Source: an optimization exercise on an open RTL-to-GDS flow (aim: small area). Production flows keep margins and buffers that such runs may drop.
Only simulation tests tie the RTL to the original design; equivalence was not proved.
No activity file was given, so power comes from the tool's default toggle rates. No driver is modelled on the clock port, so clocking that relies on it looks cheaper here than on a real chip.

--- flow/design.v ---
package data_pkg;
   localparam int NUM_CFG = 256;
   typedef struct packed {
      logic [3:0]  FWD;
      logic [11:0] VPI;
   } CellCfgType;
   typedef struct packed {
      logic valid;
      logic write;
   } bus_req_t;
   function automatic bus_req_t decode_req(input logic bus_mode,
                                           input logic sel,
                                           input logic rd_ds,
                                           input logic wr_rw);
      bus_req_t r;
      r = '0;
      if (!sel) begin
         if (bus_mode) begin
            r.valid = rd_ds ^ wr_rw;
            r.write = !wr_rw;
         end else begin
            r.valid = !rd_ds;
            r.write = !wr_rw;
         end
      end
      decode_req = r;
   endfunction
   function automatic logic strobe_held(input logic bus_mode,
                                        input logic write,
                                        input logic sel,
                                        input logic rd_ds,
                                        input logic wr_rw);
      logic held;
      held = 1'b0;
      if (!sel) begin
         if (bus_mode && write) held = !wr_rw;
         else                   held = !rd_ds;
      end
      strobe_held = held;
   endfunction
endpackage
module cfg_pair (
   input  logic clk,
   input  logic ld,
   input  logic ld_n,
   input  logic cd_n,
   output logic q0,
   output logic q1
);
   always_ff @(posedge clk) begin
      q0 <= ~((q1 | ld) & (ld_n | cd_n));
      q1 <= q0;
   end
endmodule
module cfg_aoi222 (
   input  logic a0, b0, a1, b1, a2, b2,
   output logic y
);
   assign y = ~((a0 & b0) | (a1 & b1) | (a2 & b2));
endmodule
module cfg_and2 (input logic a, b, output logic y);
   assign y = a & b;
endmodule
module cfg_nand2 (input logic a, b, output logic y);
   assign y = ~(a & b);
endmodule
module cfg_nand3 (input logic a, b, c, output logic y);
   assign y = ~(a & b & c);
endmodule
module cfg_nand4 (input logic a, b, c, d, output logic y);
   assign y = ~(a & b & c & d);
endmodule
module cfg_and3 (input logic a, b, c, output logic y);
   assign y = a & b & c;
endmodule
module cfg_and4 (input logic a, b, c, d, output logic y);
   assign y = a & b & c & d;
endmodule
module cfg_or2 (input logic a, b, output logic y);
   assign y = a | b;
endmodule
module cfg_or3 (input logic a, b, c, output logic y);
   assign y = a | b | c;
endmodule
module cfg_or4 (input logic a, b, c, d, output logic y);
   assign y = a | b | c | d;
endmodule
module cfg_nor4 (input logic a, b, c, d, output logic y);
   assign y = ~(a | b | c | d);
endmodule
module cfg_nor2 (input logic a, b, output logic y);
   assign y = ~(a | b);
endmodule
module cfg_nor3 (input logic a, b, c, output logic y);
   assign y = ~(a | b | c);
endmodule
module cfg_rd256 (
   input  logic [255:0] d,
   input  logic [255:0] s,
   output logic yn
);
   logic l0_0;
   cfg_aoi222 u_l0_0 (.a0(d[0]), .b0(s[0]), .a1(d[1]), .b1(s[1]), .a2(d[2]), .b2(s[2]), .y(l0_0));
   logic l0_1;
   cfg_aoi222 u_l0_1 (.a0(d[3]), .b0(s[3]), .a1(d[4]), .b1(s[4]), .a2(d[5]), .b2(s[5]), .y(l0_1));
   logic l0_2;
   cfg_aoi222 u_l0_2 (.a0(d[6]), .b0(s[6]), .a1(d[7]), .b1(s[7]), .a2(d[8]), .b2(s[8]), .y(l0_2));
   logic l0_3;
   cfg_aoi222 u_l0_3 (.a0(d[9]), .b0(s[9]), .a1(d[10]), .b1(s[10]), .a2(d[11]), .b2(s[11]), .y(l0_3));
   logic l0_4;
   cfg_aoi222 u_l0_4 (.a0(d[12]), .b0(s[12]), .a1(d[13]), .b1(s[13]), .a2(d[14]), .b2(s[14]), .y(l0_4));
   logic l0_5;
   cfg_aoi222 u_l0_5 (.a0(d[15]), .b0(s[15]), .a1(d[16]), .b1(s[16]), .a2(d[17]), .b2(s[17]), .y(l0_5));
   logic l0_6;
   cfg_aoi222 u_l0_6 (.a0(d[18]), .b0(s[18]), .a1(d[19]), .b1(s[19]), .a2(d[20]), .b2(s[20]), .y(l0_6));
   logic l0_7;
   cfg_aoi222 u_l0_7 (.a0(d[21]), .b0(s[21]), .a1(d[22]), .b1(s[22]), .a2(d[23]), .b2(s[23]), .y(l0_7));
   logic l0_8;
   cfg_aoi222 u_l0_8 (.a0(d[24]), .b0(s[24]), .a1(d[25]), .b1(s[25]), .a2(d[26]), .b2(s[26]), .y(l0_8));
   logic l0_9;
   cfg_aoi222 u_l0_9 (.a0(d[27]), .b0(s[27]), .a1(d[28]), .b1(s[28]), .a2(d[29]), .b2(s[29]), .y(l0_9));
   logic l0_10;
   cfg_aoi222 u_l0_10 (.a0(d[30]), .b0(s[30]), .a1(d[31]), .b1(s[31]), .a2(d[32]), .b2(s[32]), .y(l0_10));
   logic l0_11;
   cfg_aoi222 u_l0_11 (.a0(d[33]), .b0(s[33]), .a1(d[34]), .b1(s[34]), .a2(d[35]), .b2(s[35]), .y(l0_11));
   logic l0_12;
   cfg_aoi222 u_l0_12 (.a0(d[36]), .b0(s[36]), .a1(d[37]), .b1(s[37]), .a2(d[38]), .b2(s[38]), .y(l0_12));
   logic l0_13;
   cfg_aoi222 u_l0_13 (.a0(d[39]), .b0(s[39]), .a1(d[40]), .b1(s[40]), .a2(d[41]), .b2(s[41]), .y(l0_13));
   logic l0_14;
   cfg_aoi222 u_l0_14 (.a0(d[42]), .b0(s[42]), .a1(d[43]), .b1(s[43]), .a2(d[44]), .b2(s[44]), .y(l0_14));
   logic l0_15;
   cfg_aoi222 u_l0_15 (.a0(d[45]), .b0(s[45]), .a1(d[46]), .b1(s[46]), .a2(d[47]), .b2(s[47]), .y(l0_15));
   logic l0_16;
   cfg_aoi222 u_l0_16 (.a0(d[48]), .b0(s[48]), .a1(d[49]), .b1(s[49]), .a2(d[50]), .b2(s[50]), .y(l0_16));
   logic l0_17;
   cfg_aoi222 u_l0_17 (.a0(d[51]), .b0(s[51]), .a1(d[52]), .b1(s[52]), .a2(d[53]), .b2(s[53]), .y(l0_17));
   logic l0_18;
   cfg_aoi222 u_l0_18 (.a0(d[54]), .b0(s[54]), .a1(d[55]), .b1(s[55]), .a2(d[56]), .b2(s[56]), .y(l0_18));
   logic l0_19;
   cfg_aoi222 u_l0_19 (.a0(d[57]), .b0(s[57]), .a1(d[58]), .b1(s[58]), .a2(d[59]), .b2(s[59]), .y(l0_19));
   logic l0_20;
   cfg_aoi222 u_l0_20 (.a0(d[60]), .b0(s[60]), .a1(d[61]), .b1(s[61]), .a2(d[62]), .b2(s[62]), .y(l0_20));
   logic l0_21;
   cfg_aoi222 u_l0_21 (.a0(d[63]), .b0(s[63]), .a1(d[64]), .b1(s[64]), .a2(d[65]), .b2(s[65]), .y(l0_21));
   logic l0_22;
   cfg_aoi222 u_l0_22 (.a0(d[66]), .b0(s[66]), .a1(d[67]), .b1(s[67]), .a2(d[68]), .b2(s[68]), .y(l0_22));
   logic l0_23;
   cfg_aoi222 u_l0_23 (.a0(d[69]), .b0(s[69]), .a1(d[70]), .b1(s[70]), .a2(d[71]), .b2(s[71]), .y(l0_23));
   logic l0_24;
   cfg_aoi222 u_l0_24 (.a0(d[72]), .b0(s[72]), .a1(d[73]), .b1(s[73]), .a2(d[74]), .b2(s[74]), .y(l0_24));
   logic l0_25;
   cfg_aoi222 u_l0_25 (.a0(d[75]), .b0(s[75]), .a1(d[76]), .b1(s[76]), .a2(d[77]), .b2(s[77]), .y(l0_25));
   logic l0_26;
   cfg_aoi222 u_l0_26 (.a0(d[78]), .b0(s[78]), .a1(d[79]), .b1(s[79]), .a2(d[80]), .b2(s[80]), .y(l0_26));
   logic l0_27;
   cfg_aoi222 u_l0_27 (.a0(d[81]), .b0(s[81]), .a1(d[82]), .b1(s[82]), .a2(d[83]), .b2(s[83]), .y(l0_27));
   logic l0_28;
   cfg_aoi222 u_l0_28 (.a0(d[84]), .b0(s[84]), .a1(d[85]), .b1(s[85]), .a2(d[86]), .b2(s[86]), .y(l0_28));
   logic l0_29;
   cfg_aoi222 u_l0_29 (.a0(d[87]), .b0(s[87]), .a1(d[88]), .b1(s[88]), .a2(d[89]), .b2(s[89]), .y(l0_29));
   logic l0_30;
   cfg_aoi222 u_l0_30 (.a0(d[90]), .b0(s[90]), .a1(d[91]), .b1(s[91]), .a2(d[92]), .b2(s[92]), .y(l0_30));
   logic l0_31;
   cfg_aoi222 u_l0_31 (.a0(d[93]), .b0(s[93]), .a1(d[94]), .b1(s[94]), .a2(d[95]), .b2(s[95]), .y(l0_31));
   logic l0_32;
   cfg_aoi222 u_l0_32 (.a0(d[96]), .b0(s[96]), .a1(d[97]), .b1(s[97]), .a2(d[98]), .b2(s[98]), .y(l0_32));
   logic l0_33;
   cfg_aoi222 u_l0_33 (.a0(d[99]), .b0(s[99]), .a1(d[100]), .b1(s[100]), .a2(d[101]), .b2(s[101]), .y(l0_33));
   logic l0_34;
   cfg_aoi222 u_l0_34 (.a0(d[102]), .b0(s[102]), .a1(d[103]), .b1(s[103]), .a2(d[104]), .b2(s[104]), .y(l0_34));
   logic l0_35;
   cfg_aoi222 u_l0_35 (.a0(d[105]), .b0(s[105]), .a1(d[106]), .b1(s[106]), .a2(d[107]), .b2(s[107]), .y(l0_35));
   logic l0_36;
   cfg_aoi222 u_l0_36 (.a0(d[108]), .b0(s[108]), .a1(d[109]), .b1(s[109]), .a2(d[110]), .b2(s[110]), .y(l0_36));
   logic l0_37;
   cfg_aoi222 u_l0_37 (.a0(d[111]), .b0(s[111]), .a1(d[112]), .b1(s[112]), .a2(d[113]), .b2(s[113]), .y(l0_37));
   logic l0_38;
   cfg_aoi222 u_l0_38 (.a0(d[114]), .b0(s[114]), .a1(d[115]), .b1(s[115]), .a2(d[116]), .b2(s[116]), .y(l0_38));
   logic l0_39;
   cfg_aoi222 u_l0_39 (.a0(d[117]), .b0(s[117]), .a1(d[118]), .b1(s[118]), .a2(d[119]), .b2(s[119]), .y(l0_39));
   logic l0_40;
   cfg_aoi222 u_l0_40 (.a0(d[120]), .b0(s[120]), .a1(d[121]), .b1(s[121]), .a2(d[122]), .b2(s[122]), .y(l0_40));
   logic l0_41;
   cfg_aoi222 u_l0_41 (.a0(d[123]), .b0(s[123]), .a1(d[124]), .b1(s[124]), .a2(d[125]), .b2(s[125]), .y(l0_41));
   logic l0_42;
   cfg_aoi222 u_l0_42 (.a0(d[126]), .b0(s[126]), .a1(d[127]), .b1(s[127]), .a2(d[128]), .b2(s[128]), .y(l0_42));
   logic l0_43;
   cfg_aoi222 u_l0_43 (.a0(d[129]), .b0(s[129]), .a1(d[130]), .b1(s[130]), .a2(d[131]), .b2(s[131]), .y(l0_43));
   logic l0_44;
   cfg_aoi222 u_l0_44 (.a0(d[132]), .b0(s[132]), .a1(d[133]), .b1(s[133]), .a2(d[134]), .b2(s[134]), .y(l0_44));
   logic l0_45;
   cfg_aoi222 u_l0_45 (.a0(d[135]), .b0(s[135]), .a1(d[136]), .b1(s[136]), .a2(d[137]), .b2(s[137]), .y(l0_45));
   logic l0_46;
   cfg_aoi222 u_l0_46 (.a0(d[138]), .b0(s[138]), .a1(d[139]), .b1(s[139]), .a2(d[140]), .b2(s[140]), .y(l0_46));
   logic l0_47;
   cfg_aoi222 u_l0_47 (.a0(d[141]), .b0(s[141]), .a1(d[142]), .b1(s[142]), .a2(d[143]), .b2(s[143]), .y(l0_47));
   logic l0_48;
   cfg_aoi222 u_l0_48 (.a0(d[144]), .b0(s[144]), .a1(d[145]), .b1(s[145]), .a2(d[146]), .b2(s[146]), .y(l0_48));
   logic l0_49;
   cfg_aoi222 u_l0_49 (.a0(d[147]), .b0(s[147]), .a1(d[148]), .b1(s[148]), .a2(d[149]), .b2(s[149]), .y(l0_49));
   logic l0_50;
   cfg_aoi222 u_l0_50 (.a0(d[150]), .b0(s[150]), .a1(d[151]), .b1(s[151]), .a2(d[152]), .b2(s[152]), .y(l0_50));
   logic l0_51;
   cfg_aoi222 u_l0_51 (.a0(d[153]), .b0(s[153]), .a1(d[154]), .b1(s[154]), .a2(d[155]), .b2(s[155]), .y(l0_51));
   logic l0_52;
   cfg_aoi222 u_l0_52 (.a0(d[156]), .b0(s[156]), .a1(d[157]), .b1(s[157]), .a2(d[158]), .b2(s[158]), .y(l0_52));
   logic l0_53;
   cfg_aoi222 u_l0_53 (.a0(d[159]), .b0(s[159]), .a1(d[160]), .b1(s[160]), .a2(d[161]), .b2(s[161]), .y(l0_53));
   logic l0_54;
   cfg_aoi222 u_l0_54 (.a0(d[162]), .b0(s[162]), .a1(d[163]), .b1(s[163]), .a2(d[164]), .b2(s[164]), .y(l0_54));
   logic l0_55;
   cfg_aoi222 u_l0_55 (.a0(d[165]), .b0(s[165]), .a1(d[166]), .b1(s[166]), .a2(d[167]), .b2(s[167]), .y(l0_55));
   logic l0_56;
   cfg_aoi222 u_l0_56 (.a0(d[168]), .b0(s[168]), .a1(d[169]), .b1(s[169]), .a2(d[170]), .b2(s[170]), .y(l0_56));
   logic l0_57;
   cfg_aoi222 u_l0_57 (.a0(d[171]), .b0(s[171]), .a1(d[172]), .b1(s[172]), .a2(d[173]), .b2(s[173]), .y(l0_57));
   logic l0_58;
   cfg_aoi222 u_l0_58 (.a0(d[174]), .b0(s[174]), .a1(d[175]), .b1(s[175]), .a2(d[176]), .b2(s[176]), .y(l0_58));
   logic l0_59;
   cfg_aoi222 u_l0_59 (.a0(d[177]), .b0(s[177]), .a1(d[178]), .b1(s[178]), .a2(d[179]), .b2(s[179]), .y(l0_59));
   logic l0_60;
   cfg_aoi222 u_l0_60 (.a0(d[180]), .b0(s[180]), .a1(d[181]), .b1(s[181]), .a2(d[182]), .b2(s[182]), .y(l0_60));
   logic l0_61;
   cfg_aoi222 u_l0_61 (.a0(d[183]), .b0(s[183]), .a1(d[184]), .b1(s[184]), .a2(d[185]), .b2(s[185]), .y(l0_61));
   logic l0_62;
   cfg_aoi222 u_l0_62 (.a0(d[186]), .b0(s[186]), .a1(d[187]), .b1(s[187]), .a2(d[188]), .b2(s[188]), .y(l0_62));
   logic l0_63;
   cfg_aoi222 u_l0_63 (.a0(d[189]), .b0(s[189]), .a1(d[190]), .b1(s[190]), .a2(d[191]), .b2(s[191]), .y(l0_63));
   logic l0_64;
   cfg_aoi222 u_l0_64 (.a0(d[192]), .b0(s[192]), .a1(d[193]), .b1(s[193]), .a2(d[194]), .b2(s[194]), .y(l0_64));
   logic l0_65;
   cfg_aoi222 u_l0_65 (.a0(d[195]), .b0(s[195]), .a1(d[196]), .b1(s[196]), .a2(d[197]), .b2(s[197]), .y(l0_65));
   logic l0_66;
   cfg_aoi222 u_l0_66 (.a0(d[198]), .b0(s[198]), .a1(d[199]), .b1(s[199]), .a2(d[200]), .b2(s[200]), .y(l0_66));
   logic l0_67;
   cfg_aoi222 u_l0_67 (.a0(d[201]), .b0(s[201]), .a1(d[202]), .b1(s[202]), .a2(d[203]), .b2(s[203]), .y(l0_67));
   logic l0_68;
   cfg_aoi222 u_l0_68 (.a0(d[204]), .b0(s[204]), .a1(d[205]), .b1(s[205]), .a2(d[206]), .b2(s[206]), .y(l0_68));
   logic l0_69;
   cfg_aoi222 u_l0_69 (.a0(d[207]), .b0(s[207]), .a1(d[208]), .b1(s[208]), .a2(d[209]), .b2(s[209]), .y(l0_69));
   logic l0_70;
   cfg_aoi222 u_l0_70 (.a0(d[210]), .b0(s[210]), .a1(d[211]), .b1(s[211]), .a2(d[212]), .b2(s[212]), .y(l0_70));
   logic l0_71;
   cfg_aoi222 u_l0_71 (.a0(d[213]), .b0(s[213]), .a1(d[214]), .b1(s[214]), .a2(d[215]), .b2(s[215]), .y(l0_71));
   logic l0_72;
   cfg_aoi222 u_l0_72 (.a0(d[216]), .b0(s[216]), .a1(d[217]), .b1(s[217]), .a2(d[218]), .b2(s[218]), .y(l0_72));
   logic l0_73;
   cfg_aoi222 u_l0_73 (.a0(d[219]), .b0(s[219]), .a1(d[220]), .b1(s[220]), .a2(d[221]), .b2(s[221]), .y(l0_73));
   logic l0_74;
   cfg_aoi222 u_l0_74 (.a0(d[222]), .b0(s[222]), .a1(d[223]), .b1(s[223]), .a2(d[224]), .b2(s[224]), .y(l0_74));
   logic l0_75;
   cfg_aoi222 u_l0_75 (.a0(d[225]), .b0(s[225]), .a1(d[226]), .b1(s[226]), .a2(d[227]), .b2(s[227]), .y(l0_75));
   logic l0_76;
   cfg_aoi222 u_l0_76 (.a0(d[228]), .b0(s[228]), .a1(d[229]), .b1(s[229]), .a2(d[230]), .b2(s[230]), .y(l0_76));
   logic l0_77;
   cfg_aoi222 u_l0_77 (.a0(d[231]), .b0(s[231]), .a1(d[232]), .b1(s[232]), .a2(d[233]), .b2(s[233]), .y(l0_77));
   logic l0_78;
   cfg_aoi222 u_l0_78 (.a0(d[234]), .b0(s[234]), .a1(d[235]), .b1(s[235]), .a2(d[236]), .b2(s[236]), .y(l0_78));
   logic l0_79;
   cfg_aoi222 u_l0_79 (.a0(d[237]), .b0(s[237]), .a1(d[238]), .b1(s[238]), .a2(d[239]), .b2(s[239]), .y(l0_79));
   logic l0_80;
   cfg_aoi222 u_l0_80 (.a0(d[240]), .b0(s[240]), .a1(d[241]), .b1(s[241]), .a2(d[242]), .b2(s[242]), .y(l0_80));
   logic l0_81;
   cfg_aoi222 u_l0_81 (.a0(d[243]), .b0(s[243]), .a1(d[244]), .b1(s[244]), .a2(d[245]), .b2(s[245]), .y(l0_81));
   logic l0_82;
   cfg_aoi222 u_l0_82 (.a0(d[246]), .b0(s[246]), .a1(d[247]), .b1(s[247]), .a2(d[248]), .b2(s[248]), .y(l0_82));
   logic l0_83;
   cfg_aoi222 u_l0_83 (.a0(d[249]), .b0(s[249]), .a1(d[250]), .b1(s[250]), .a2(d[251]), .b2(s[251]), .y(l0_83));
   logic l0_84;
   cfg_aoi222 u_l0_84 (.a0(d[252]), .b0(s[252]), .a1(d[253]), .b1(s[253]), .a2(d[254]), .b2(s[254]), .y(l0_84));
   logic l0_85;
   cfg_nand2 u_l0_85 (.a(d[255]), .b(s[255]), .y(l0_85));
   logic l1_0;
   cfg_nand4 u_l1_0 (.a(l0_0), .b(l0_1), .c(l0_2), .d(l0_3), .y(l1_0));
   logic l1_1;
   cfg_nand4 u_l1_1 (.a(l0_4), .b(l0_5), .c(l0_6), .d(l0_7), .y(l1_1));
   logic l1_2;
   cfg_nand4 u_l1_2 (.a(l0_8), .b(l0_9), .c(l0_10), .d(l0_11), .y(l1_2));
   logic l1_3;
   cfg_nand4 u_l1_3 (.a(l0_12), .b(l0_13), .c(l0_14), .d(l0_15), .y(l1_3));
   logic l1_4;
   cfg_nand4 u_l1_4 (.a(l0_16), .b(l0_17), .c(l0_18), .d(l0_19), .y(l1_4));
   logic l1_5;
   cfg_nand4 u_l1_5 (.a(l0_20), .b(l0_21), .c(l0_22), .d(l0_23), .y(l1_5));
   logic l1_6;
   cfg_nand4 u_l1_6 (.a(l0_24), .b(l0_25), .c(l0_26), .d(l0_27), .y(l1_6));
   logic l1_7;
   cfg_nand4 u_l1_7 (.a(l0_28), .b(l0_29), .c(l0_30), .d(l0_31), .y(l1_7));
   logic l1_8;
   cfg_nand4 u_l1_8 (.a(l0_32), .b(l0_33), .c(l0_34), .d(l0_35), .y(l1_8));
   logic l1_9;
   cfg_nand4 u_l1_9 (.a(l0_36), .b(l0_37), .c(l0_38), .d(l0_39), .y(l1_9));
   logic l1_10;
   cfg_nand4 u_l1_10 (.a(l0_40), .b(l0_41), .c(l0_42), .d(l0_43), .y(l1_10));
   logic l1_11;
   cfg_nand4 u_l1_11 (.a(l0_44), .b(l0_45), .c(l0_46), .d(l0_47), .y(l1_11));
   logic l1_12;
   cfg_nand4 u_l1_12 (.a(l0_48), .b(l0_49), .c(l0_50), .d(l0_51), .y(l1_12));
   logic l1_13;
   cfg_nand4 u_l1_13 (.a(l0_52), .b(l0_53), .c(l0_54), .d(l0_55), .y(l1_13));
   logic l1_14;
   cfg_nand4 u_l1_14 (.a(l0_56), .b(l0_57), .c(l0_58), .d(l0_59), .y(l1_14));
   logic l1_15;
   cfg_nand4 u_l1_15 (.a(l0_60), .b(l0_61), .c(l0_62), .d(l0_63), .y(l1_15));
   logic l1_16;
   cfg_nand4 u_l1_16 (.a(l0_64), .b(l0_65), .c(l0_66), .d(l0_67), .y(l1_16));
   logic l1_17;
   cfg_nand4 u_l1_17 (.a(l0_68), .b(l0_69), .c(l0_70), .d(l0_71), .y(l1_17));
   logic l1_18;
   cfg_nand4 u_l1_18 (.a(l0_72), .b(l0_73), .c(l0_74), .d(l0_75), .y(l1_18));
   logic l1_19;
   cfg_nand4 u_l1_19 (.a(l0_76), .b(l0_77), .c(l0_78), .d(l0_79), .y(l1_19));
   logic l1_20;
   cfg_nand3 u_l1_20 (.a(l0_80), .b(l0_81), .c(l0_82), .y(l1_20));
   logic l1_21;
   cfg_nand3 u_l1_21 (.a(l0_83), .b(l0_84), .c(l0_85), .y(l1_21));
   logic l2_0;
   cfg_or4 u_l2_0 (.a(l1_0), .b(l1_1), .c(l1_2), .d(l1_3), .y(l2_0));
   logic l2_1;
   cfg_or4 u_l2_1 (.a(l1_4), .b(l1_5), .c(l1_6), .d(l1_7), .y(l2_1));
   logic l2_2;
   cfg_or4 u_l2_2 (.a(l1_8), .b(l1_9), .c(l1_10), .d(l1_11), .y(l2_2));
   logic l2_3;
   cfg_or4 u_l2_3 (.a(l1_12), .b(l1_13), .c(l1_14), .d(l1_15), .y(l2_3));
   logic l2_4;
   cfg_or3 u_l2_4 (.a(l1_16), .b(l1_17), .c(l1_18), .y(l2_4));
   logic l2_5;
   cfg_or3 u_l2_5 (.a(l1_19), .b(l1_20), .c(l1_21), .y(l2_5));
   logic l3_0;
   cfg_or3 u_l3_0 (.a(l2_0), .b(l2_1), .c(l2_2), .y(l3_0));
   logic l3_1;
   cfg_or3 u_l3_1 (.a(l2_3), .b(l2_4), .c(l2_5), .y(l3_1));
   logic l4_0;
   cfg_nor2 u_l4_0 (.a(l3_0), .b(l3_1), .y(l4_0));
   assign yn = l4_0;
endmodule
module cfg_rd128 (
   input  logic [127:0] d,
   input  logic [127:0] s,
   output logic yn
);
   logic l0_0;
   cfg_aoi222 u_l0_0 (.a0(d[0]), .b0(s[0]), .a1(d[1]), .b1(s[1]), .a2(d[2]), .b2(s[2]), .y(l0_0));
   logic l0_1;
   cfg_aoi222 u_l0_1 (.a0(d[3]), .b0(s[3]), .a1(d[4]), .b1(s[4]), .a2(d[5]), .b2(s[5]), .y(l0_1));
   logic l0_2;
   cfg_aoi222 u_l0_2 (.a0(d[6]), .b0(s[6]), .a1(d[7]), .b1(s[7]), .a2(d[8]), .b2(s[8]), .y(l0_2));
   logic l0_3;
   cfg_aoi222 u_l0_3 (.a0(d[9]), .b0(s[9]), .a1(d[10]), .b1(s[10]), .a2(d[11]), .b2(s[11]), .y(l0_3));
   logic l0_4;
   cfg_aoi222 u_l0_4 (.a0(d[12]), .b0(s[12]), .a1(d[13]), .b1(s[13]), .a2(d[14]), .b2(s[14]), .y(l0_4));
   logic l0_5;
   cfg_aoi222 u_l0_5 (.a0(d[15]), .b0(s[15]), .a1(d[16]), .b1(s[16]), .a2(d[17]), .b2(s[17]), .y(l0_5));
   logic l0_6;
   cfg_aoi222 u_l0_6 (.a0(d[18]), .b0(s[18]), .a1(d[19]), .b1(s[19]), .a2(d[20]), .b2(s[20]), .y(l0_6));
   logic l0_7;
   cfg_aoi222 u_l0_7 (.a0(d[21]), .b0(s[21]), .a1(d[22]), .b1(s[22]), .a2(d[23]), .b2(s[23]), .y(l0_7));
   logic l0_8;
   cfg_aoi222 u_l0_8 (.a0(d[24]), .b0(s[24]), .a1(d[25]), .b1(s[25]), .a2(d[26]), .b2(s[26]), .y(l0_8));
   logic l0_9;
   cfg_aoi222 u_l0_9 (.a0(d[27]), .b0(s[27]), .a1(d[28]), .b1(s[28]), .a2(d[29]), .b2(s[29]), .y(l0_9));
   logic l0_10;
   cfg_aoi222 u_l0_10 (.a0(d[30]), .b0(s[30]), .a1(d[31]), .b1(s[31]), .a2(d[32]), .b2(s[32]), .y(l0_10));
   logic l0_11;
   cfg_aoi222 u_l0_11 (.a0(d[33]), .b0(s[33]), .a1(d[34]), .b1(s[34]), .a2(d[35]), .b2(s[35]), .y(l0_11));
   logic l0_12;
   cfg_aoi222 u_l0_12 (.a0(d[36]), .b0(s[36]), .a1(d[37]), .b1(s[37]), .a2(d[38]), .b2(s[38]), .y(l0_12));
   logic l0_13;
   cfg_aoi222 u_l0_13 (.a0(d[39]), .b0(s[39]), .a1(d[40]), .b1(s[40]), .a2(d[41]), .b2(s[41]), .y(l0_13));
   logic l0_14;
   cfg_aoi222 u_l0_14 (.a0(d[42]), .b0(s[42]), .a1(d[43]), .b1(s[43]), .a2(d[44]), .b2(s[44]), .y(l0_14));
   logic l0_15;
   cfg_aoi222 u_l0_15 (.a0(d[45]), .b0(s[45]), .a1(d[46]), .b1(s[46]), .a2(d[47]), .b2(s[47]), .y(l0_15));
   logic l0_16;
   cfg_aoi222 u_l0_16 (.a0(d[48]), .b0(s[48]), .a1(d[49]), .b1(s[49]), .a2(d[50]), .b2(s[50]), .y(l0_16));
   logic l0_17;
   cfg_aoi222 u_l0_17 (.a0(d[51]), .b0(s[51]), .a1(d[52]), .b1(s[52]), .a2(d[53]), .b2(s[53]), .y(l0_17));
   logic l0_18;
   cfg_aoi222 u_l0_18 (.a0(d[54]), .b0(s[54]), .a1(d[55]), .b1(s[55]), .a2(d[56]), .b2(s[56]), .y(l0_18));
   logic l0_19;
   cfg_aoi222 u_l0_19 (.a0(d[57]), .b0(s[57]), .a1(d[58]), .b1(s[58]), .a2(d[59]), .b2(s[59]), .y(l0_19));
   logic l0_20;
   cfg_aoi222 u_l0_20 (.a0(d[60]), .b0(s[60]), .a1(d[61]), .b1(s[61]), .a2(d[62]), .b2(s[62]), .y(l0_20));
   logic l0_21;
   cfg_aoi222 u_l0_21 (.a0(d[63]), .b0(s[63]), .a1(d[64]), .b1(s[64]), .a2(d[65]), .b2(s[65]), .y(l0_21));
   logic l0_22;
   cfg_aoi222 u_l0_22 (.a0(d[66]), .b0(s[66]), .a1(d[67]), .b1(s[67]), .a2(d[68]), .b2(s[68]), .y(l0_22));
   logic l0_23;
   cfg_aoi222 u_l0_23 (.a0(d[69]), .b0(s[69]), .a1(d[70]), .b1(s[70]), .a2(d[71]), .b2(s[71]), .y(l0_23));
   logic l0_24;
   cfg_aoi222 u_l0_24 (.a0(d[72]), .b0(s[72]), .a1(d[73]), .b1(s[73]), .a2(d[74]), .b2(s[74]), .y(l0_24));
   logic l0_25;
   cfg_aoi222 u_l0_25 (.a0(d[75]), .b0(s[75]), .a1(d[76]), .b1(s[76]), .a2(d[77]), .b2(s[77]), .y(l0_25));
   logic l0_26;
   cfg_aoi222 u_l0_26 (.a0(d[78]), .b0(s[78]), .a1(d[79]), .b1(s[79]), .a2(d[80]), .b2(s[80]), .y(l0_26));
   logic l0_27;
   cfg_aoi222 u_l0_27 (.a0(d[81]), .b0(s[81]), .a1(d[82]), .b1(s[82]), .a2(d[83]), .b2(s[83]), .y(l0_27));
   logic l0_28;
   cfg_aoi222 u_l0_28 (.a0(d[84]), .b0(s[84]), .a1(d[85]), .b1(s[85]), .a2(d[86]), .b2(s[86]), .y(l0_28));
   logic l0_29;
   cfg_aoi222 u_l0_29 (.a0(d[87]), .b0(s[87]), .a1(d[88]), .b1(s[88]), .a2(d[89]), .b2(s[89]), .y(l0_29));
   logic l0_30;
   cfg_aoi222 u_l0_30 (.a0(d[90]), .b0(s[90]), .a1(d[91]), .b1(s[91]), .a2(d[92]), .b2(s[92]), .y(l0_30));
   logic l0_31;
   cfg_aoi222 u_l0_31 (.a0(d[93]), .b0(s[93]), .a1(d[94]), .b1(s[94]), .a2(d[95]), .b2(s[95]), .y(l0_31));
   logic l0_32;
   cfg_aoi222 u_l0_32 (.a0(d[96]), .b0(s[96]), .a1(d[97]), .b1(s[97]), .a2(d[98]), .b2(s[98]), .y(l0_32));
   logic l0_33;
   cfg_aoi222 u_l0_33 (.a0(d[99]), .b0(s[99]), .a1(d[100]), .b1(s[100]), .a2(d[101]), .b2(s[101]), .y(l0_33));
   logic l0_34;
   cfg_aoi222 u_l0_34 (.a0(d[102]), .b0(s[102]), .a1(d[103]), .b1(s[103]), .a2(d[104]), .b2(s[104]), .y(l0_34));
   logic l0_35;
   cfg_aoi222 u_l0_35 (.a0(d[105]), .b0(s[105]), .a1(d[106]), .b1(s[106]), .a2(d[107]), .b2(s[107]), .y(l0_35));
   logic l0_36;
   cfg_aoi222 u_l0_36 (.a0(d[108]), .b0(s[108]), .a1(d[109]), .b1(s[109]), .a2(d[110]), .b2(s[110]), .y(l0_36));
   logic l0_37;
   cfg_aoi222 u_l0_37 (.a0(d[111]), .b0(s[111]), .a1(d[112]), .b1(s[112]), .a2(d[113]), .b2(s[113]), .y(l0_37));
   logic l0_38;
   cfg_aoi222 u_l0_38 (.a0(d[114]), .b0(s[114]), .a1(d[115]), .b1(s[115]), .a2(d[116]), .b2(s[116]), .y(l0_38));
   logic l0_39;
   cfg_aoi222 u_l0_39 (.a0(d[117]), .b0(s[117]), .a1(d[118]), .b1(s[118]), .a2(d[119]), .b2(s[119]), .y(l0_39));
   logic l0_40;
   cfg_aoi222 u_l0_40 (.a0(d[120]), .b0(s[120]), .a1(d[121]), .b1(s[121]), .a2(d[122]), .b2(s[122]), .y(l0_40));
   logic l0_41;
   cfg_aoi222 u_l0_41 (.a0(d[123]), .b0(s[123]), .a1(d[124]), .b1(s[124]), .a2(d[125]), .b2(s[125]), .y(l0_41));
   logic l0_42;
   cfg_nand2 u_l0_42 (.a(d[126]), .b(s[126]), .y(l0_42));
   logic l0_42b;
   cfg_nand2 u_l0_42b (.a(d[127]), .b(s[127]), .y(l0_42b));
   logic l1_0;
   cfg_nand4 u_l1_0 (.a(l0_0), .b(l0_1), .c(l0_2), .d(l0_3), .y(l1_0));
   logic l1_1;
   cfg_nand4 u_l1_1 (.a(l0_4), .b(l0_5), .c(l0_6), .d(l0_7), .y(l1_1));
   logic l1_2;
   cfg_nand4 u_l1_2 (.a(l0_8), .b(l0_9), .c(l0_10), .d(l0_11), .y(l1_2));
   logic l1_3;
   cfg_nand4 u_l1_3 (.a(l0_12), .b(l0_13), .c(l0_14), .d(l0_15), .y(l1_3));
   logic l1_4;
   cfg_nand4 u_l1_4 (.a(l0_16), .b(l0_17), .c(l0_18), .d(l0_19), .y(l1_4));
   logic l1_5;
   cfg_nand4 u_l1_5 (.a(l0_20), .b(l0_21), .c(l0_22), .d(l0_23), .y(l1_5));
   logic l1_6;
   cfg_nand4 u_l1_6 (.a(l0_24), .b(l0_25), .c(l0_26), .d(l0_27), .y(l1_6));
   logic l1_7;
   cfg_nand4 u_l1_7 (.a(l0_28), .b(l0_29), .c(l0_30), .d(l0_31), .y(l1_7));
   logic l1_8;
   cfg_nand4 u_l1_8 (.a(l0_32), .b(l0_33), .c(l0_34), .d(l0_35), .y(l1_8));
   logic l1_9;
   cfg_nand4 u_l1_9 (.a(l0_36), .b(l0_37), .c(l0_38), .d(l0_39), .y(l1_9));
   logic l1_10;
   cfg_nand4 u_l1_10 (.a(l0_40), .b(l0_41), .c(l0_42), .d(l0_42b), .y(l1_10));
   logic l2_0;
   cfg_or4 u_l2_0 (.a(l1_0), .b(l1_1), .c(l1_2), .d(l1_3), .y(l2_0));
   logic l2_1;
   cfg_or4 u_l2_1 (.a(l1_4), .b(l1_5), .c(l1_6), .d(l1_7), .y(l2_1));
   logic l2_2;
   cfg_or3 u_l2_2 (.a(l1_8), .b(l1_9), .c(l1_10), .y(l2_2));
   logic l3_0;
   cfg_nor3 u_l3_0 (.a(l2_0), .b(l2_1), .c(l2_2), .y(l3_0));
   assign yn = l3_0;
endmodule
module cfg_inv (input logic a, output logic y);
   assign y = ~a;
endmodule
module cfg_pre2n (
   input  logic [1:0] a,
   output logic [3:0] yn
);
   logic [1:0] an;
   cfg_inv   u_i0 (.a(a[0]), .y(an[0]));
   cfg_inv   u_i1 (.a(a[1]), .y(an[1]));
   cfg_nand2 u_y0 (.a(an[1]), .b(an[0]), .y(yn[0]));
   cfg_nand2 u_y1 (.a(an[1]), .b(a[0]),  .y(yn[1]));
   cfg_nand2 u_y2 (.a(a[1]),  .b(an[0]), .y(yn[2]));
   cfg_nand2 u_y3 (.a(a[1]),  .b(a[0]),  .y(yn[3]));
endmodule
module cfg_pre4 (
   input  logic [3:0]  a,
   output logic [15:0] y
);
   logic [3:0] hn, ln;
   cfg_pre2n u_h (.a(a[3:2]), .yn(hn));
   cfg_pre2n u_l (.a(a[1:0]), .yn(ln));
   for (genvar j = 0; j < 16; j++) begin : g_y
      cfg_nor2 u_y (.a(hn[j / 4]), .b(ln[j % 4]), .y(y[j]));
   end
endmodule
module cfg_pre3 (
   input  logic [2:0] a,
   output logic [7:0] y
);
   logic [3:0] ln;
   logic       a2n;
   cfg_pre2n u_l  (.a(a[1:0]), .yn(ln));
   cfg_inv   u_i2 (.a(a[2]),   .y(a2n));
   for (genvar j = 0; j < 8; j++) begin : g_y
      cfg_nor2 u_y (.a(j >= 4 ? a2n : a[2]), .b(ln[j % 4]), .y(y[j]));
   end
endmodule
module cfg_mem (
   input  logic        clk,
   input  logic        clr_n,
   input  logic        wr,
   input  logic [6:0]  ring,
   input  logic [15:0] cd_n,
   input  logic [7:0]  ra_pos,
   output logic [15:0] ra_n,
   output logic [15:0] rb_n
);
   logic [15:0] ahi, alo, rhi;
   logic [7:0]  rlo;
   logic [127:0] sr, ld, ld_n;
   logic [255:0] sa;
   logic [127:0][15:0] q0, q1;
   logic [15:0][255:0] qt;
   logic [15:0][127:0] q0t;
   cfg_pre4 u_ahi (.a(ra_pos[7:4]), .y(ahi));
   cfg_pre4 u_alo (.a(ra_pos[3:0]), .y(alo));
   cfg_pre4 u_rhi (.a(ring[6:3]),   .y(rhi));
   cfg_pre3 u_rlo (.a(ring[2:0]),   .y(rlo));
   for (genvar r = 0; r < 128; r++) begin : g_ring
      cfg_and2  u_sr   (.a(rhi[r / 8]), .b(rlo[r % 8]), .y(sr[r]));
      cfg_nand2 u_ld_n (.a(sr[r]),      .b(wr),         .y(ld_n[r]));
      cfg_nand2 u_ld   (.a(ld_n[r]),    .b(clr_n),      .y(ld[r]));
      for (genvar b = 0; b < 16; b++) begin : g_b
         cfg_pair u_pair (.clk(clk), .ld(ld[r]), .ld_n(ld_n[r]), .cd_n(cd_n[b]),
                          .q0(q0[r][b]), .q1(q1[r][b]));
         assign qt[b][2 * r]     = q0[r][b];
         assign qt[b][2 * r + 1] = q1[r][b];
         assign q0t[b][r]        = q0[r][b];
      end
   end
   for (genvar i = 0; i < 256; i++) begin : g_pos
      cfg_and2 u_sa (.a(ahi[i / 16]), .b(alo[i % 16]), .y(sa[i]));
   end
   for (genvar b = 0; b < 16; b++) begin : g_col
      cfg_rd256 u_ra (.d(qt[b]),  .s(sa), .yn(ra_n[b]));
      cfg_rd128 u_rb (.d(q0t[b]), .s(sr), .yn(rb_n[b]));
   end
endmodule
module cpu_cfg_regs
#(
   parameter int DEPTH = data_pkg::NUM_CFG,
   parameter int AW    = $clog2(DEPTH)
) (
   input  logic                          clk,
   input  logic                          rst,
   input  logic                          BusMode,
   input  logic [11:0]                   Addr,
   input  logic                          Sel,
   input  logic [15:0]                   DataIn,
   input  logic                          Rd_DS,
   input  logic                          Wr_RW,
   output logic [15:0]                   DataOut,
   output logic                          Rdy_Dtack,
   input  logic [AW-1:0]                 lut_addr,
   output logic [15:0]                   lut_data
);
   logic          acc_q;       
   logic          rdy_q;       
   logic [AW-1:0] addr_q;
   logic [15:0]   data_q;
   logic          we_q;        
   logic          re_q;        
   logic          hw_q;        
   logic [1:0]    cnt;         
   logic          clr;         
   logic          pend;        
   logic [15:0]   lut_q;
   data_pkg::bus_req_t req;
   logic          idle;
   logic          held;
   logic          in_range;
   assign req      = data_pkg::decode_req(BusMode, Sel, Rd_DS, Wr_RW);
   assign idle     = rdy_q && !acc_q;
   assign in_range = (Addr[11:AW] == '0);
   assign held     = !Sel && (hw_q ? !Wr_RW : !Rd_DS);
   always_ff @(posedge clk) begin
      if (rst) begin
         acc_q <= 1'b0;
         rdy_q <= 1'b1;
      end else begin
         acc_q <= idle && req.valid;
         if (acc_q)                rdy_q <= 1'b0;
         else if (!rdy_q && !held) rdy_q <= 1'b1;
      end
   end
   always_ff @(posedge clk) begin
      if (idle) begin
         addr_q <= Addr[AW-1:0];
         data_q <= DataIn;
         we_q   <= !Wr_RW && in_range;
         re_q   <= Wr_RW && in_range;
         hw_q   <= BusMode && !Wr_RW;
      end
   end
   logic        commit;        
   logic        ins;           
   logic        pol0, pol1;    
   logic [15:0] cd_n, ra_n, rb_n;
   assign commit = acc_q && we_q;
   assign ins    = (commit && (addr_q[0] != cnt[0])) || pend;
   assign pol0   = cnt[1];
   assign pol1   = ~(cnt[1] ^ cnt[0]);
   always_ff @(posedge clk) begin
      clr <= rst;
      if (rst) begin
         cnt  <= 2'd0;
         pend <= 1'b0;
      end else begin
         cnt  <= cnt + 2'd1;
         pend <= commit && (addr_q[0] == cnt[0]);
      end
   end
   assign cd_n = ~(data_q ^ {16{cnt[1] ^ cnt[0]}});
   logic        sa_pos, sb_pos;
   logic [15:0] rb, cpu_rd;
   assign sa_pos = lut_addr[0] ^ cnt[0];
   assign sb_pos = addr_q[0] ^ cnt[0];
   cfg_mem u_cfg_mem (
      .clk    (clk),
      .clr_n  (!(rst || clr)),
      .wr     (ins && !rst),
      .ring   (addr_q[AW-1:1]),
      .cd_n   (cd_n),
      .ra_pos ({lut_addr[AW-1:1], sa_pos}),
      .ra_n   (ra_n),
      .rb_n   (rb_n)
   );
   always_ff @(posedge clk) begin
      if (rst)
         lut_q <= '0;
      else if (pend && (lut_addr == addr_q))
         lut_q <= data_q;
      else if (clr && sa_pos)
         lut_q <= '0;
      else
         lut_q <= ~ra_n ^ {16{sa_pos ? pol1 : pol0}};
   end
   assign rb = ~rb_n ^ {16{pol0}};
   always_ff @(posedge clk)
      if (!sb_pos) cpu_rd <= rb;
   assign DataOut   = (!rdy_q && re_q) ? (sb_pos ? cpu_rd : rb) : '0;
   assign Rdy_Dtack = rdy_q;
   assign lut_data  = lut_q;
endmodule
--- flow/flow/run.sh ---
#!/bin/bash
# The standard layout (standard.sh: its synthesis, floorplan, placement, routing),
# with two changes passed to ORFS as make variables:
#  * clock tree synthesis without dummy loads (ORFS's usual options otherwise);
#  * the port buffers are buf_1 cells.
# ORFS writes each step's log under orfs/logs; make's own output goes to make.log.
set -euo pipefail
bash standard.sh \
  "CTS_ARGS=-sink_clustering_enable -repair_clock_nets -dont_use_dummy_load -sink_clustering_size 30 -sink_clustering_max_diameter 100" \
  "BUFFER_PORTS_ARGS=-buffer_cell sky130_fd_sc_hd__buf_1" \
  finish > make.log 2>&1
--- flow/standard.sh ---
#!/bin/bash
# synth_recipe.tcl (not shown) runs the flow's synth.tcl, then flattens the netlist and writes it again
# the make line also repeats each setting of config.mk as NAME=value (left out here)
make -C /OpenROAD-flow-scripts/flow DESIGN_CONFIG=/design/flow/config.mk WORK_HOME=/design/flow/orfs CLKGATE_MAP_FILE= SYNTH_SCRIPT=/design/flow/synth_recipe.tcl "${@:-finish}"
--- flow/config.mk ---
export PLATFORM = sky130hd
export DESIGN_NAME = cpu_cfg_regs
export DESIGN_NICKNAME = cpu_cfg_regs
export VERILOG_FILES = /design/flow/design.v
export SDC_FILE = /design/flow/constraint.sdc
export NUM_CORES = 8
export LEC_CHECK = 0
export CAP_MARGIN = 20
export CELL_PAD_IN_SITES_DETAIL_PLACEMENT = 1
export CORE_MARGIN = 2
export CORE_UTILIZATION = 55
export CTS_CLUSTER_DIAMETER = 100
export CTS_CLUSTER_SIZE = 30
export PLACE_DENSITY = 0.65
export SLEW_MARGIN = 20
export SYNTH_HIERARCHICAL = 1
--- flow/constraint.sdc ---
create_clock -name core_clock -period 10.0 [get_ports {clk}]
set_input_delay 2.0000 -clock core_clock [delete_from_list [all_inputs] [get_ports {clk}]]
set_output_delay 2.0000 -clock core_clock [all_outputs]
set_load 0.01 [all_outputs]
==> notes.md, run 1 <==
status timing/DRC/antenna clean; Die Wd 484 um; Root Buffer clkbuf_16; Final Max Tran Viols 0; Die H 484 um; drt total wl 588,000 um; Via density 8.64; Placed Instance Area 0.132 mm2; first-pass GRT wire length 827,000 um; Antenna Violating Nets Remaining 0; RSZ-0062 raised after global routing no; cts hold-fix bufs 0; CP arrival 7.46 ns; Worst R2R Setup Slack 3.96 ns; most frequent cells in the layout dfxtp_1, o22ai_1, a222oi_1; critical path class flip-flop to output pin; GRT Util Overall 47.6%; Hold Crit Class flip-flop to flip-flop; Final period util 94.6%; row count 176; hold wc startpoint u_cfg_mem.g_ring[11].g_b[15].u_pair.q0; setup slack after layout 0.542 ns; FF/Latch Area 0.0836 mm2; wire per inst 43.8 um; initial drt markers 29,000; Setup crit end kind output pin; filler cell count 22,600; Critical R2R Launch cnt[0]; Synth cell types 35; CTS H-tree lvls 4; post-DP HPWL 385,000 um; starting density of the core 55.3%; Finished Cell Area 0.136 mm2; Req. time, crit path 8.00 ns; CTS buffer count 157; CTS resizes 0; max-cap violations 0; via count 116,000; DRC Markers 0; Post-Route Setup TNS 0 ns; antenna violations before repair 111; die area 0.235 mm2; Mapped Nets 10,000; fmax 106 MHz; clock insertion delay at the later pin of the skew report 0.93 ns; number of global-route vias before repair 110,000; Power per Cell Area 212 mW/mm2; Cell Area, Synth 0.127 mm2; crit path launch type flip-flop; clock tree buffer depth 3; transition time of the tightest slew-check pin 1.42 ns; Leak 0.0487 uW; Worst Hold Path Cells 0; Num Clock Sinks 4,161; sequential area share after synthesis 65.8%; Hold Vio Cnt, Final 0; CTS tree yes; Worst slew margin 5.42%; Avg Inst Size Synth 12.7 um2; Post-CTS Setup Bufs 0; synthesis-stage register bit count 4,161; footprint of the multi-input gates 0.0436 mm2; fin crit period 9.46 ns; end of the worst register-to-register path lut_q[6]; largest net degree at the start of global routing 129; DRT Pass-1 Iters 20; pre-CTS WS 2.42 ns; leading cell type in the layout, fill and taps excluded dfxtp_1; worst r2r path cells 15; critical path fanouts, max 17; final setup fails 0; share of layout cells above drive strength 1 3.39%; Port Buf Inserts 74; worst-case clock skew 0.0842 ns; Final Core Density 59.4%; WHS Endpoint u_cfg_mem.g_ring[11].g_b[15].u_pair.q1; area delta synth->final 7.46%; GRT overflow 0; Synth warnings 8; Peak VDD IR 198 uV; Final Net Count 10,400; core area 0.230 mm2; Clk pin slew, worst setup/hold paths 0.12 ns; RePlAce Congestion 1.02; synthesized instance count 9,996; I/O pin cnt 75
## registers in the layout, summed over array words and instances (netlist names)
name / cells
lut_q: 16
u_cfg_mem.g_ring.g_b.u_pair.q1: 2048
cpu_rd: 16
u_cfg_mem.g_ring.g_b.u_pair.q0: 2048
re_q: 1
addr_q: 8
cnt: 2
data_q: 16
rdy_q: 1
clr: 1
hw_q: 1
acc_q: 1
pend: 1
we_q: 1
## worst max path at each step
stage               from                                    to  cells after the start
3_5_place_dp   addr_q[3]                            DataOut[1]                     13
4_1_cts        addr_q[3]                            DataOut[9]                     12
5_1_grt        addr_q[3]                            DataOut[1]                     11
6_report       addr_q[3]                           DataOut[11]                     12
3_3_place_gp   addr_q[5]                           DataOut[11]                     12
2_1_floorplan        rst  u_cfg_mem.g_ring[0].g_b[0].u_pair.q0                      6
## report_power, final
group | switching (uW) | internal, uW
combinational | 2030 | 645
sequential | 776 | 17600
clock | 5030 | 2850
## routing by layer
layer / part of all wire (%) / wire, um / GRT usage (%) / up-vias
met3: 15 / 87500 / 15.6 / 2156
met4: 8.6 / 50400 / 33.5 / 50
li1: - / - / - / 44900
met5: 0.055 / 323 / 0 / -
met2: 42 / 245000 / 68.2 / 10900
met1: 35 / 205000 / 60.6 / 58100
## cell families after synthesis
group,synth area share (%)
AO/OA/AOI/OAI,26.3
flip-flops,65.8
AND/OR/NAND/NOR,7.20
XOR/XNOR,0.426
buffers and inverters,0.134
multiplexers,0.142
## synth_stat cells (all sizes together)
library cell / count / area [um2]
buf: 11 / 80.1
a2111oi: 1 / 8.76
o21ai: 16 / 80.1
mux2: 16 / 180
nand3b: 1 / 7.51
a222oi: 2032 / 20300
nand2: 350 / 1310
o22ai: 2048 / 12800
o21bai: 1 / 7.51
xnor2: 40 / 350
nor4b: 1 / 8.76
nand2b: 18 / 113
edfxtp: 27 / 811
nor2: 77 / 289
nand4: 497 / 3110
or4: 97 / 728
nand3: 49 / 245
and2: 384 / 2400
xor2: 20 / 190
dfxtp: 4134 / 82800
a21oi: 16 / 80.1
clkbuf: 8 / 30.0
or3: 80 / 500
a31oi: 1 / 6.26
inv: 16 / 60.1
nor3: 18 / 181
nor3b: 1 / 12.5
nor2b: 36 / 225
## through the flow
stage,instances,power (uW),hold WS (ns)
final,13400,28900,0.329
after global routing,13400,29500,0.337
after global placement,13200,21000,0.351
after CTS,13300,28700,0.334
after detailed placement,13200,21200,0.357
after floorplan,9996,19700,0.350
## per-module statistics from Yosys (local to each module, per instance), excerpt
module | copies in the design | cells inside
cfg_nand3 | 32 | 1
cfg_or3 | 80 | 1
cfg_nand2 | 332 | 1
cfg_nor2 | 72 | 1
cfg_aoi222 | 2032 | 1
cfg_inv | 15 | 1
cfg_or4 | 96 | 1
cfg_and2 | 384 | 1
cfg_nor3 | 16 | 1
cfg_nand4 | 496 | 1
## critical path, cell delays in order, from the launching register on
cell,delay [ns]
edfxtp_1,0.61
inv_1,0.37
nor2_4,0.20
buf_4,0.30
and2_1,0.46
a222oi_1,0.89
nand4_1,0.70
or4_1,0.81
nor3_2,0.89
xor2_1,0.15
o21ai_0,0.22
nor2b_1,0.69
buf_1,0.22
## layout make-up
cell class,count,area share [%]
sequential,4161,61.3
multi-input combinational,5800,31.9
clock buffer,157,2.88
tap,3026,2.78
timing repair buffer,176,0.909
antenna,101,0.185
inverter,16,0.0440
==> inputs of run 2 (changes only) <==
--- a/flow/design.v
+++ b/flow/design.v
@@ -465,13 +465,13 @@
 endmodule
-module cfg_pre2n (
+module cfg_pre2 (
    input  logic [1:0] a,
-   output logic [3:0] yn
+   output logic [3:0] y
 );
    logic [1:0] an;
-   cfg_inv   u_i0 (.a(a[0]), .y(an[0]));
-   cfg_inv   u_i1 (.a(a[1]), .y(an[1]));
-   cfg_nand2 u_y0 (.a(an[1]), .b(an[0]), .y(yn[0]));
-   cfg_nand2 u_y1 (.a(an[1]), .b(a[0]),  .y(yn[1]));
-   cfg_nand2 u_y2 (.a(a[1]),  .b(an[0]), .y(yn[2]));
-   cfg_nand2 u_y3 (.a(a[1]),  .b(a[0]),  .y(yn[3]));
+   cfg_inv  u_i0 (.a(a[0]), .y(an[0]));
+   cfg_inv  u_i1 (.a(a[1]), .y(an[1]));
+   cfg_nor2 u_y0 (.a(a[1]),  .b(a[0]),  .y(y[0]));
+   cfg_nor2 u_y1 (.a(a[1]),  .b(an[0]), .y(y[1]));
+   cfg_nor2 u_y2 (.a(an[1]), .b(a[0]),  .y(y[2]));
+   cfg_nor2 u_y3 (.a(an[1]), .b(an[0]), .y(y[3]));
 endmodule
@@ -481,7 +481,7 @@
 );
-   logic [3:0] hn, ln;
-   cfg_pre2n u_h (.a(a[3:2]), .yn(hn));
-   cfg_pre2n u_l (.a(a[1:0]), .yn(ln));
+   logic [3:0] h, l;
+   cfg_pre2 u_h (.a(a[3:2]), .y(h));
+   cfg_pre2 u_l (.a(a[1:0]), .y(l));
    for (genvar j = 0; j < 16; j++) begin : g_y
-      cfg_nor2 u_y (.a(hn[j / 4]), .b(ln[j % 4]), .y(y[j]));
+      cfg_and2 u_y (.a(h[j / 4]), .b(l[j % 4]), .y(y[j]));
    end
@@ -492,8 +492,8 @@
 );
-   logic [3:0] ln;
+   logic [3:0] l;
    logic       a2n;
-   cfg_pre2n u_l  (.a(a[1:0]), .yn(ln));
-   cfg_inv   u_i2 (.a(a[2]),   .y(a2n));
+   cfg_pre2 u_l  (.a(a[1:0]), .y(l));
+   cfg_inv  u_i2 (.a(a[2]),   .y(a2n));
    for (genvar j = 0; j < 8; j++) begin : g_y
-      cfg_nor2 u_y (.a(j >= 4 ? a2n : a[2]), .b(ln[j % 4]), .y(y[j]));
+      cfg_and2 u_y (.a(j >= 4 ? a[2] : a2n), .b(l[j % 4]), .y(y[j]));
    end
--- a/flow/flow/run.sh
+++ b/flow/flow/run.sh
@@ -8,3 +8,3 @@
 bash standard.sh \
-  "CTS_ARGS=-sink_clustering_enable -repair_clock_nets -dont_use_dummy_load -sink_clustering_size 30 -sink_clustering_max_diameter 100" \
+  "CTS_ARGS=-sink_clustering_enable -repair_clock_nets -dont_use_dummy_load -sink_clustering_size 26 -sink_clustering_max_diameter 100" \
   "BUFFER_PORTS_ARGS=-buffer_cell sky130_fd_sc_hd__buf_1" \
--- a/flow/config.mk
+++ b/flow/config.mk
@@ -12,3 +12,3 @@
 export CTS_CLUSTER_DIAMETER = 100
-export CTS_CLUSTER_SIZE = 30
+export CTS_CLUSTER_SIZE = 26
 export PLACE_DENSITY = 0.65
==> notes.md, run 2 <==
status timing/DRC/antenna clean; Regs by FF count u_cfg_mem.g_ring.g_b.u_pair.q0: 2048 flops, u_cfg_mem.g_ring.g_b.u_pair.q1: 2048 flops; RePlAce Congestion 1.08; fmax 105 MHz; critical path class flip-flop to output pin; Clk pin slew, worst setup/hold paths 0.11 ns; Sw Ratio 27.0%; crit-path cells inv_1 -> nor2_1 -> and2_1 -> and2_1 -> a222oi_1 -> nand4_1 -> or4_1 -> nor3_2 -> xor2_1 -> o21ai_0 -> nor2b_1 -> buf_1; critical path fanouts, max 17; via count 116,000; Final period util 95.2%; most frequent cells after synthesis dfxtp_1, o22ai_1, a222oi_1, nand4_1, and2_1; largest net degree at the start of global routing 129; Power per Cell Area 215 mW/mm2; critical path's largest stage delay 1.06 ns; top-count cell post-synth dfxtp_1; Root Buffer clkbuf_16; die area 0.235 mm2; cts hold-fix bufs 0; sequential area share after synthesis 65.8%; Synth warnings 8; Post-Route Setup TNS 0 ns; crit path launch type flip-flop; clock tree buffer depth 3; Synth cell types 35; DRT Pass-1 Iters 17; I/O pin cnt 75; Avg Inst Size Synth 12.7 um2; area delta synth->final 7.66%; Yosys top cell area share 65.1%; most used cell along the critical path and2_1; Final Core Density 59.5%; Final Max Tran Viols 0; register share of total power 62.5%; clock insertion delay at the later pin of the skew report 0.90 ns; Most used DFF post-synth dfxtp_1; Logic pwr share 9.1%; Cell Area, Synth 0.127 mm2; Pint 21,400 uW; post-DP HPWL 389,000 um; Post-CTS Setup Bufs 0; final setup fails 0; Die Wd 485 um; filler cell count 22,600; synthesis-stage register bit count 4,161; max-cap violations 0; Async S/R FF share, synth 0%; Setup crit end kind output pin; first-pass GRT wire length 831,000 um; synth top area cells dfxtp_1, a222oi_1, o22ai_1; WHS 0.302 ns; initial drt markers 29,600; pre-CTS WS 2.55 ns; core area 0.230 mm2; CTS tree yes; Peak VDD IR 170 uV; setup slack after layout 0.483 ns; drt total wl 592,000 um; RSZ-0062 raised after global routing no; CTS H-tree lvls 4; Clock power frac 28.4%; Antenna Violating Nets Remaining 0; CP top delay family simple AND/OR/NAND/NOR gates; Mapped Nets 10,000; fin crit period 9.52 ns; Worst slew margin 1.79%; transition time of the tightest slew-check pin 1.47 ns; number of synthesized flops with an enable pin 27; Pwr Total 29,400 uW; synthesized instance count 9,996; Num Clock Sinks 4,161; starting density of the core 55.3%; CP arrival 7.52 ns; Net Switching 7940 uW; worst-case clock skew 0.0575 ns; antenna violations before repair 101; Via density 8.63; Hold Vio Cnt, Final 0; leading cell type in the layout, fill and taps excluded dfxtp_1; leading area contributor after synthesis dfxtp_1; wire per inst 44.1 um; Die H 485 um; DRC Markers 0; Leak 0.0491 uW; GRT overflow 0; most frequent cells in the layout dfxtp_1, o22ai_1, a222oi_1; number of global-route vias before repair 109,000; row count 176; GRT Util Overall 47.9%; Hold Crit Class flip-flop to flip-flop; Final Net Count 10,400; Critical path buffers and inverters 2; share of layout cells above drive strength 1 3.49%; CTS buffer count 178; CTS resizes 0; highest-delay cell along the critical path nor3_2; Port Buf Inserts 74; Req. time, crit path 8.00 ns
[run 2: cell count changes after synthesis]
cell     change
and2_1      +56
nand2_1     -28
nor2_1      -28
[run 2: cell families after synthesis]
logic type | after synthesis | share of synthesized area, %
buf+inv | 35 | 0.134
xor+xnor | 60 | 0.425
simple gates | 1609 | 7.30
flops | 4161 | 65.8
compound gates | 4115 | 26.2
mux | 16 | 0.142
[run 2: worst paths after layout]
path / start / slack [ns] / cells past startpoint / end
max: addr_q[6] / 0.48 / 12 / DataOut[8]
min: u_cfg_mem.g_ring[84].g_b[7].u_pair.q0 / 0.30 / 0 / u_cfg_mem.g_ring[84].g_b[7].u_pair.q1
max reg2reg: cnt[0] / 3.66 / 15 / lut_q[1]
min reg2reg: u_cfg_mem.g_ring[84].g_b[7].u_pair.q0 / 0.30 / 0 / u_cfg_mem.g_ring[84].g_b[7].u_pair.q1
[run 2: through the flow]
step | std cells | cell area [um2]
floorplan | 9996 | 127000
global placement | 13200 | 132000
detailed placement | 13200 | 132000
CTS | 13400 | 136000
global route | 13400 | 137000
finish | 13400 | 137000
[run 2: worst reg2reg max path, stage by stage, from the launching register on]
cell	delay [ns]
dfxtp_1	0.76
xor2_1	0.24
inv_1	0.16
nor2_1	0.10
and2_2	0.27
buf_4	0.31
and2_1	0.52
a222oi_1	0.89
nand4_1	0.39
or4_1	0.92
or3_1	0.45
nor2_1	0.34
xnor2_1	0.32
nand2b_1	0.19
a21oi_1	0.07
mux2_2	0.29
[run 2: area by class of cell]
cell class | count | area (um2) | area share [%]
multi-input cells | 5800 | 43500 | 31.8
flip-flops and latches | 4161 | 83600 | 61.1
clock buffers | 178 | 4450 | 3.26
inverters | 16 | 60.1 | 0.0439
well taps | 3026 | 3790 | 2.77
diodes | 95 | 238 | 0.174
repair buffers | 173 | 1150 | 0.842
[run 2: modules after synthesis (local to each module, per instance), excerpt]
module	area [um2]	cells
cfg_aoi222	10.0	1
cfg_inv	3.75	1
cpu_cfg_regs	3160	297
cfg_nand3	5.00	1
cfg_and2	6.26	1
cfg_or3	6.26	1
cfg_nor2	3.75	1
cfg_or4	7.51	1
cfg_nor3	10.0	1
cfg_nand4	6.26	1
[run 2: power groups by stage]
| stage | Sequential (uW) | Combinational [uW] | Clock (uW) |
|---|---|---|---|
| 3_3_place_gp | 18600 | 2430 | 0 |
| 2_1_floorplan | 18400 | 1320 | 0 |
| 5_1_grt | 18400 | 2650 | 8890 |
| 3_5_place_dp | 18700 | 2500 | 0 |
| 6_report | 18300 | 2690 | 8340 |
| 4_1_cts | 18300 | 2510 | 8260 |
[run 2: metal layers]
layer | up-vias | GRT usage [%] | part of all wire, %
met1 | 58100 | 60.3 | 35
met2 | 10700 | 68.8 | 41
li1 | 44900 | - | -
met5 | - | 0.408 | 0.057
met4 | 54 | 31.8 | 8.6
met3 | 2239 | 17.5 | 15

==> what the ideal ports hide <==
How much do the figures lean on ideal ports? The routed layouts below were timed once more, with nothing changed but the port constraints.
Step 1 assumes that a clkbuf_16 drives the clock port and a buf_2 every other input.
Step 2 moves the port delays by t, midway between the first and last clock arrival at a register: inputs arrive t later, outputs are due t later. That takes back most of the time a late clock gives input paths.
Three values: ideal ports, drivers, drivers and shift; two values: the first two.
| run | t, ns | slack for setup (ns) | worst register clock-pin slew, ns | worst data-port slew with drivers (ns) |
|---|---|---|---|---|
| run 1 | 0.972 | 0.542 / 0.458 / 1.431 | 0.12 / 0.12 | 0.05 |
| run 2 | 0.980 | 0.483 / 0.385 / 1.365 | 0.11 / 0.11 | 0.57 |
After both steps setup and hold are still met in every run listed.
